Context: an optimization exercise on an open-source flow, tuned for small area. The choices shown serve that exercise and are no tape-out recipe. At most, simulation tests tie the RTL to the original design; equivalence was not proved. Power and IR drop assume default switching activity.

==> flow/design.v (excerpt) <==
module ccu_muldiv_seq (
    input  logic        clk,
    input  logic        rst,
    input  logic        start,
    input  logic [7:0]  alu_mode,
    input  logic [31:0] src1,
    input  logic [31:0] src2,
    input  logic        flush,
    output logic        stall,
    output logic        done,
    output logic [31:0] result,
    output logic        ccu_ans_mux_sel,
    output logic [1:0]  state_dbg
);
For scale: about 560 cells after synthesis, roughly 110 I/O pins, ~0.0061 sq mm of cells after synthesis.
==> module ccu_muldiv_seq, before the edit <==
module ccu_muldiv_seq (
    input  logic        clk,
    input  logic        rst,
    input  logic        start,
    input  logic [7:0]  alu_mode,
    input  logic [31:0] src1,
    input  logic [31:0] src2,
    input  logic        flush,
    output logic        stall,
    output logic        done,
    output logic [31:0] result,
    output logic        ccu_ans_mux_sel,
    output logic [1:0]  state_dbg
);
    logic [1:0]  st;
    logic [5:0]  cnt;
    logic [2:0]  op;
    logic [33:0] a;      
    logic [31:0] b;      
    logic [31:0] d;      
    logic        negn;   
    logic        c;      
    wire idle   = (st == 2'd0);
    wire busy   = st[0] ^ st[1];
    wire is_md  = (alu_mode[7:4] == 4'h4);
    wire accept = idle & start & is_md & ~flush;
    wire step   = ~cnt[5];
    wire last   = &cnt[4:0];
    wire dv     = (st == 2'd2) & step;               
    wire mstep  = (st == 2'd1) & step;               
    wire is_div = op[2] & ~op[1];
    wire is_rem = op[2] & op[1];
    wire msign  = ~op[2] & ~op[1] & op[0];           
    wire mhigh  = ~op[2] & (op[1] | op[0]);          
    wire sgn_d  = op[2] ? ~op[0] : msign;
    wire negd   = sgn_d & d[31];
    wire align  = is_rem & cnt[5] & (cnt[4:0] == 5'd0);
    wire corr   = is_rem & cnt[5] & (cnt[4:0] == 5'd1);
    wire fix    = cnt[5] & ~align;                   
    wire term   = cnt[5] & (&cnt[4:1]) & (cnt[0] | ~is_rem);
    wire        gate = dv | (mstep & b[0]) | (corr & a[32]);
    wire        sub  = dv ? (~a[33] ^ negd)
                          : ((mstep & last & b[0] & (op[1] ^ op[0]) & ~op[2]) | (corr & negd));
    wire [32:0] y    = ({33{gate}} & {sgn_d & d[31], d}) ^ {33{sub}};
    logic [32:0] s;
    mds_add33 u_add (.x(a[32:0]), .y(y), .ci(sub), .s(s));
    wire        e_n  = (&s) | (c & a[0]);
    wire q1     = b[30];                             
    wire negn_e = negn & ~(is_div & q1);             
    wire inv_e  = is_div ? (negn_e ^ negd) : negn_e;
    wire c0     = is_rem ? (negn & e_n) : (inv_e ^ (negn_e & e_n));
    wire inv    = op[2] & (is_div ? (negn ^ negd) : negn);
    wire sin    = (is_rem | mhigh) ? s[0] : b[0];
    wire t      = sin ^ inv;
    wire o      = is_rem ? (t & ~c) : (t ^ c);
    always_ff @(posedge clk or posedge rst) begin
        if (rst) begin
            st <= 2'd0;
        end else begin
            case (st)
                2'd0: if (accept) st <= alu_mode[2] ? 2'd2 : 2'd1;
                2'd3: st <= 2'd0;
                default: begin
                    if (flush) st <= 2'd0;
                    else if (term) st <= 2'd3;
                end
            endcase
        end
    end
    wire        ml   = busy & ~dv;                   
    wire        a32  = align ? a[33] : (msign & s[32]);
    wire [33:0] a_dv = {s[32], s[32:0], b[30] ^ negn};
    wire [33:0] a_ml = {s[32], a32, s[32:1]};
    wire [33:0] a_in = {33'd0, src1[31] & alu_mode[2] & alu_mode[0]};
    wire [33:0] a_n  = ({34{dv}} & a_dv) | ({34{ml}} & a_ml) | ({34{idle}} & a_in);
    wire [31:0] b_dv = {b[30:0], ~s[32]};
    wire [31:0] b_ml = {fix ? o : s[0], b[31:1]};
    wire [31:0] b_n  = ({32{idle}} & src1) | ({32{dv}} & b_dv) | ({32{ml}} & b_ml);
    always_ff @(posedge clk) begin
        a <= a_n;
        b <= b_n;
        if (idle) begin
            cnt  <= '0;
            op   <= alu_mode[2:0];
            d    <= src2;
            negn <= alu_mode[2] & ~alu_mode[0] & src1[31];
            c    <= 1'b0;
        end else begin
            cnt <= cnt + 6'd1;
            if (dv) begin
                if (last) begin
                    c    <= c0;
                    negn <= negn_e;
                end else begin
                    c <= e_n;
                end
            end else if (fix & is_div) begin
                c <= c & t;
            end
        end
    end
    assign stall           = accept | busy;
    assign done            = (st == 2'd3);
    assign ccu_ans_mux_sel = done;
    assign state_dbg       = st;
    assign result          = {o, b[31:1]};
endmodule
Settings: LEC_CHECK=0, CAP_MARGIN=0, CORE_MARGIN=2, CORE_UTILIZATION=40, CTS_BUF_LIST=sky130_fd_sc_hd__clkbuf_8, SLEW_MARGIN=0, SYNTH_HIERARCHICAL=1, SYNTH_MINIMUM_KEEP_SIZE=0; clock period 10.5 ns.
standard.sh (not shown) runs the stock make flow with config.mk's settings and CLKGATE_MAP_FILE= SYNTH_SCRIPT=/design/flow/synth_recipe.tcl, a recipe that flattens the netlist after the stock synthesis.
==> flow/flow/run.sh <==
#!/bin/bash
# The standard layout with two changes, passed to ORFS through its own
# variables: single-drive buffers on the ports, and a clock tree of
# clkbuf_8 cells without dummy balancing loads.
# ORFS step also keeps its own log under orfs/logs) goes to flow_make.log.
set -euo pipefail
export BUFFER_PORTS_ARGS="-buffer_cell sky130_fd_sc_hd__buf_1"
export CTS_ARGS="-sink_clustering_enable -repair_clock_nets -buf_list sky130_fd_sc_hd__clkbuf_8 -dont_use_dummy_load"
bash standard.sh > flow_make.log 2>&1
The baseline finished clean.
Edit:
--- a/flow/design.v
+++ b/flow/design.v
@@ -37,11 +37,11 @@
     wire align  = is_rem & cnt[5] & (cnt[4:0] == 5'd0);
     wire corr   = is_rem & cnt[5] & (cnt[4:0] == 5'd1);
     wire fix    = cnt[5] & ~align;                   
     wire term   = cnt[5] & (&cnt[4:1]) & (cnt[0] | ~is_rem);
-    wire        gate = dv | (mstep & b[0]) | (corr & a[32]);
+    wire        gate = dv | (mstep & b[0]) | (corr & (a[32] ^ c));
     wire        sub  = dv ? (~a[33] ^ negd)
-                          : ((mstep & last & b[0] & (op[1] ^ op[0]) & ~op[2]) | (corr & negd));
+                          : ((mstep & last & b[0] & (op[1] ^ op[0]) & ~op[2]) | (corr & ~(negd ^ a[32])));
     wire [32:0] y    = ({33{gate}} & {sgn_d & d[31], d}) ^ {33{sub}};
     logic [32:0] s;
     mds_add33 u_add (.x(a[32:0]), .y(y), .ci(sub), .s(s));
     wire        e_n  = (&s) | (c & a[0]);
@@ -51,9 +51,9 @@
     wire c0     = is_rem ? (negn & e_n) : (inv_e ^ (negn_e & e_n));
     wire inv    = op[2] & (is_div ? (negn ^ negd) : negn);
     wire sin    = (is_rem | mhigh) ? s[0] : b[0];
     wire t      = sin ^ inv;
-    wire o      = is_rem ? (t & ~c) : (t ^ c);
+    wire o      = t ^ (c & ~op[1]);
     always_ff @(posedge clk or posedge rst) begin
         if (rst) begin
             st <= 2'd0;
         end else begin
@@ -93,9 +93,9 @@
                     negn <= negn_e;
                 end else begin
                     c <= e_n;
                 end
-            end else if (fix & is_div) begin
+            end else if (fix) begin
                 c <= c & t;
             end
         end
     end
=> Wire length is higher by 0.67%. Core utilization rose by 0.24 points. Via count went up by 2.7%. Total power went down by about 5.5%. Count of clock-buffer cells in the layout stays the same. Cell count goes up by 1.6%. Register-to-register slack loses 130 ps. Synthesized area increases by about 1%. Worst hold slack is better by 4.2 ps.
The RTL of the second run of this note was laid out without a check of its function.

========
Another version of the RTL of ccu_muldiv_seq (not shown whole).
For scale: roughly 110 I/O pins, ~6000 um^2 of cells after synthesis.
==> module ccu_muldiv_seq, before the edit <==
module ccu_muldiv_seq (
    input  logic        clk,
    input  logic        rst,
    input  logic        start,
    input  logic [7:0]  alu_mode,
    input  logic [31:0] src1,
    input  logic [31:0] src2,
    input  logic        flush,
    output logic        stall,
    output logic        done,
    output logic [31:0] result,
    output logic        ccu_ans_mux_sel,
    output logic [1:0]  state_dbg
);
    logic [1:0]  st;
    logic [5:0]  cnt;
    logic [2:0]  op;
    logic [32:0] a;      
    logic [31:0] b;      
    logic [31:0] d;      
    logic        negn;   
    logic        c;      
    wire idle   = (st == 2'd0);
    wire busy   = st[0] ^ st[1];
    wire is_md  = (alu_mode[7:4] == 4'h4);
    wire accept = idle & start & is_md & ~flush;
    wire step   = ~cnt[5];
    wire last   = &cnt[4:0];
    wire dv     = (st == 2'd2) & step;               
    wire mstep  = (st == 2'd1) & step;               
    wire is_div = op[2] & ~op[1];
    wire is_rem = op[2] & op[1];
    wire msign  = ~op[2] & ~op[1] & op[0];           
    wire mhigh  = ~op[2] & (op[1] | op[0]);          
    wire sgn_d  = op[2] ? ~op[0] : msign;
    wire negd   = sgn_d & d[31];
    wire align  = is_rem & cnt[5] & (cnt[4:0] == 5'd0);
    wire corr   = is_rem & cnt[5] & (cnt[4:0] == 5'd1);
    wire fix    = cnt[5] & ~align;                   
    wire term   = cnt[5] & (&cnt[4:1]) & (cnt[0] | ~is_rem);
    wire        gate = dv | (mstep & b[0]) | (corr & a[32]);
    wire        first = ~|cnt;
    wire        sub  = dv ? ((b[0] | first) ^ negd)
                          : ((mstep & last & b[0] & (op[1] ^ op[0]) & ~op[2]) | (corr & negd));
    wire [32:0] y    = ({33{gate}} & {sgn_d & d[31], d}) ^ {33{sub}};
    logic [32:0] s;
    mds_add33 u_add (.x(a), .y(y), .ci(sub), .s(s));
    wire        e_n  = (&s) | (c & a[0]);
    wire q1     = b[30];                             
    wire negn_e = negn & ~(is_div & q1);             
    wire inv_e  = is_div ? (negn_e ^ negd) : negn_e;
    wire c0     = is_rem ? (negn & e_n) : (inv_e ^ (negn_e & e_n));
    wire inv    = op[2] & (is_div ? (negn ^ negd) : negn);
    wire sin    = (is_rem | mhigh) ? s[0] : b[0];
    wire t      = sin ^ inv;
    wire o      = is_rem ? (t & ~c) : (t ^ c);
    always_ff @(posedge clk or posedge rst) begin
        if (rst) begin
            st <= 2'd0;
        end else begin
            case (st)
                2'd0: if (accept) st <= alu_mode[2] ? 2'd2 : 2'd1;
                2'd3: st <= 2'd0;
                default: begin
                    if (flush) st <= 2'd0;
                    else if (term) st <= 2'd3;
                end
            endcase
        end
    end
    wire        ml   = busy & ~dv;                   
    wire        a32  = align ? ~b[0] : (msign & s[32]);
    wire [32:0] a_dv = {s[31:0], b[30] ^ negn};
    wire [32:0] a_ml = {a32, s[32:1]};
    wire [32:0] a_in = {32'd0, src1[31] & alu_mode[2] & alu_mode[0]};
    wire [32:0] a_n  = ({33{dv}} & a_dv) | ({33{ml}} & a_ml) | ({33{idle}} & a_in);
    wire [31:0] b_dv = {b[30:0], ~s[32]};
    wire [31:0] b_ml = {fix ? o : s[0], b[31:1]};
    wire [31:0] b_n  = ({32{idle}} & src1) | ({32{dv}} & b_dv) | ({32{ml}} & b_ml);
    always_ff @(posedge clk) begin
        a <= a_n;
        b <= b_n;
        if (idle) begin
            cnt  <= '0;
            op   <= alu_mode[2:0];
            d    <= src2;
            negn <= alu_mode[2] & ~alu_mode[0] & src1[31];
            c    <= 1'b0;
        end else begin
            cnt <= cnt + 6'd1;
            if (dv) begin
                if (last) begin
                    c    <= c0;
                    negn <= negn_e;
                end else begin
                    c <= e_n;
                end
            end else if (fix & is_div) begin
                c <= c & t;
            end
        end
    end
    assign stall           = accept | busy;
    assign done            = (st == 2'd3);
    assign ccu_ans_mux_sel = done;
    assign state_dbg       = st;
    assign result          = {o, b[31:1]};
endmodule
==> flow/config.mk <==
export PLATFORM = sky130hd
export DESIGN_NAME = ccu_muldiv_seq
export DESIGN_NICKNAME = ccu_muldiv_seq
export VERILOG_FILES = /design/flow/design.v
export SDC_FILE = /design/flow/constraint.sdc
export NUM_CORES = 4
export LEC_CHECK = 0
export CAP_MARGIN = 20
export CORE_MARGIN = 2
export CORE_UTILIZATION = 40
export CTS_BUF_LIST = sky130_fd_sc_hd__clkbuf_8
export SLEW_MARGIN = 20
export SYNTH_HIERARCHICAL = 1
export SYNTH_MINIMUM_KEEP_SIZE = 0
==> flow/constraint.sdc <==
create_clock -name core_clock -period 10.5 [get_ports {clk}]
set_input_delay 2.1000 -clock core_clock [delete_from_list [all_inputs] [get_ports {clk}]]
set_output_delay 2.1000 -clock core_clock [all_outputs]
set_load 0.01 [all_outputs]
==> flow/flow/run.sh <==
#!/bin/bash
# The standard layout with two changes, passed to ORFS through its own
# variables: single-drive buffers on the ports, and a clock tree of
# clkbuf_8 cells without dummy balancing loads. Make's full output (every
# ORFS step also keeps its own log under orfs/logs) goes to flow_make.log.
set -euo pipefail
export BUFFER_PORTS_ARGS="-buffer_cell sky130_fd_sc_hd__buf_1"
export CTS_ARGS="-sink_clustering_enable -repair_clock_nets -buf_list sky130_fd_sc_hd__clkbuf_8 -dont_use_dummy_load"
bash standard.sh > flow_make.log 2>&1
Rerun with:
--- a/flow/design.v
+++ b/flow/design.v
@@ -14,9 +14,9 @@
 );
     logic [1:0]  st;
     logic [5:0]  cnt;
     logic [2:0]  op;
-    logic [32:0] a;      
+    logic [33:0] a;      
     logic [31:0] b;      
     logic [31:0] d;      
     logic        negn;   
     logic        c;      
@@ -38,14 +38,13 @@
     wire corr   = is_rem & cnt[5] & (cnt[4:0] == 5'd1);
     wire fix    = cnt[5] & ~align;                   
     wire term   = cnt[5] & (&cnt[4:1]) & (cnt[0] | ~is_rem);
     wire        gate = dv | (mstep & b[0]) | (corr & a[32]);
-    wire        first = ~|cnt;
-    wire        sub  = dv ? ((b[0] | first) ^ negd)
+    wire        sub  = dv ? (~a[33] ^ negd)
                           : ((mstep & last & b[0] & (op[1] ^ op[0]) & ~op[2]) | (corr & negd));
     wire [32:0] y    = ({33{gate}} & {sgn_d & d[31], d}) ^ {33{sub}};
     logic [32:0] s;
-    mds_add33 u_add (.x(a), .y(y), .ci(sub), .s(s));
+    mds_add33 u_add (.x(a[32:0]), .y(y), .ci(sub), .s(s));
     wire        e_n  = (&s) | (c & a[0]);
     wire q1     = b[30];                             
     wire negn_e = negn & ~(is_div & q1);             
     wire inv_e  = is_div ? (negn_e ^ negd) : negn_e;
@@ -68,13 +67,13 @@
             endcase
         end
     end
     wire        ml   = busy & ~dv;                   
-    wire        a32  = align ? ~b[0] : (msign & s[32]);
-    wire [32:0] a_dv = {s[31:0], b[30] ^ negn};
-    wire [32:0] a_ml = {a32, s[32:1]};
-    wire [32:0] a_in = {32'd0, src1[31] & alu_mode[2] & alu_mode[0]};
-    wire [32:0] a_n  = ({33{dv}} & a_dv) | ({33{ml}} & a_ml) | ({33{idle}} & a_in);
+    wire        a32  = align ? a[33] : (msign & s[32]);
+    wire [33:0] a_dv = {s[32], s[32:0], b[30] ^ negn};
+    wire [33:0] a_ml = {s[32], a32, s[32:1]};
+    wire [33:0] a_in = {33'd0, src1[31] & alu_mode[2] & alu_mode[0]};
+    wire [33:0] a_n  = ({34{dv}} & a_dv) | ({34{ml}} & a_ml) | ({34{idle}} & a_in);
     wire [31:0] b_dv = {b[30:0], ~s[32]};
     wire [31:0] b_ml = {fix ? o : s[0], b[31:1]};
     wire [31:0] b_n  = ({32{idle}} & src1) | ({32{dv}} & b_dv) | ({32{ml}} & b_ml);
     always_ff @(posedge clk) begin
Die area goes up by 0.78%. Total power goes down by 3.0%. Global-route usage went down by 0.14 points. Final area stays flat. Via count falls by 3.2%. Worst setup slack gets better by 120 ps. Combinational power falls by about 5%.
Only the layout flow was run in the first run of this note; the RTL was not checked for function there.

re-timing with driven ports:
The results above use ideal ports. As a check the final layouts listed here were re-extracted and re-timed, cells and wires unchanged. Step 1, drivers: a clkbuf_16 drives clk and a buf_2 each remaining input, both assumed. Step 2, shift: input delay + t, output delay - t, t = (earliest + latest rising clock arrival at the registers) / 2. This alone moves slack from input paths to output paths. a / b / c = ideal / step 1 / step 2; a / b = the first two.
run	shift t [ns]	setup slack, ns	worst setup path after step 2	slew at the worst register clock pin (ns)
the first run of note 1	0.421	1.749 / 1.749 / 1.749	register to register	0.12 / 0.12
the second run of note 1	0.414	1.620 / 1.620 / 1.620	register to register	0.11 / 0.11
the first run of note 2	0.420	1.611 / 1.611 / 1.611	register to register	0.11 / 0.11
the second run of note 2	0.411	1.728 / 1.728 / 1.728	register to register	0.12 / 0.12
After both steps setup and hold are still met in every run listed.
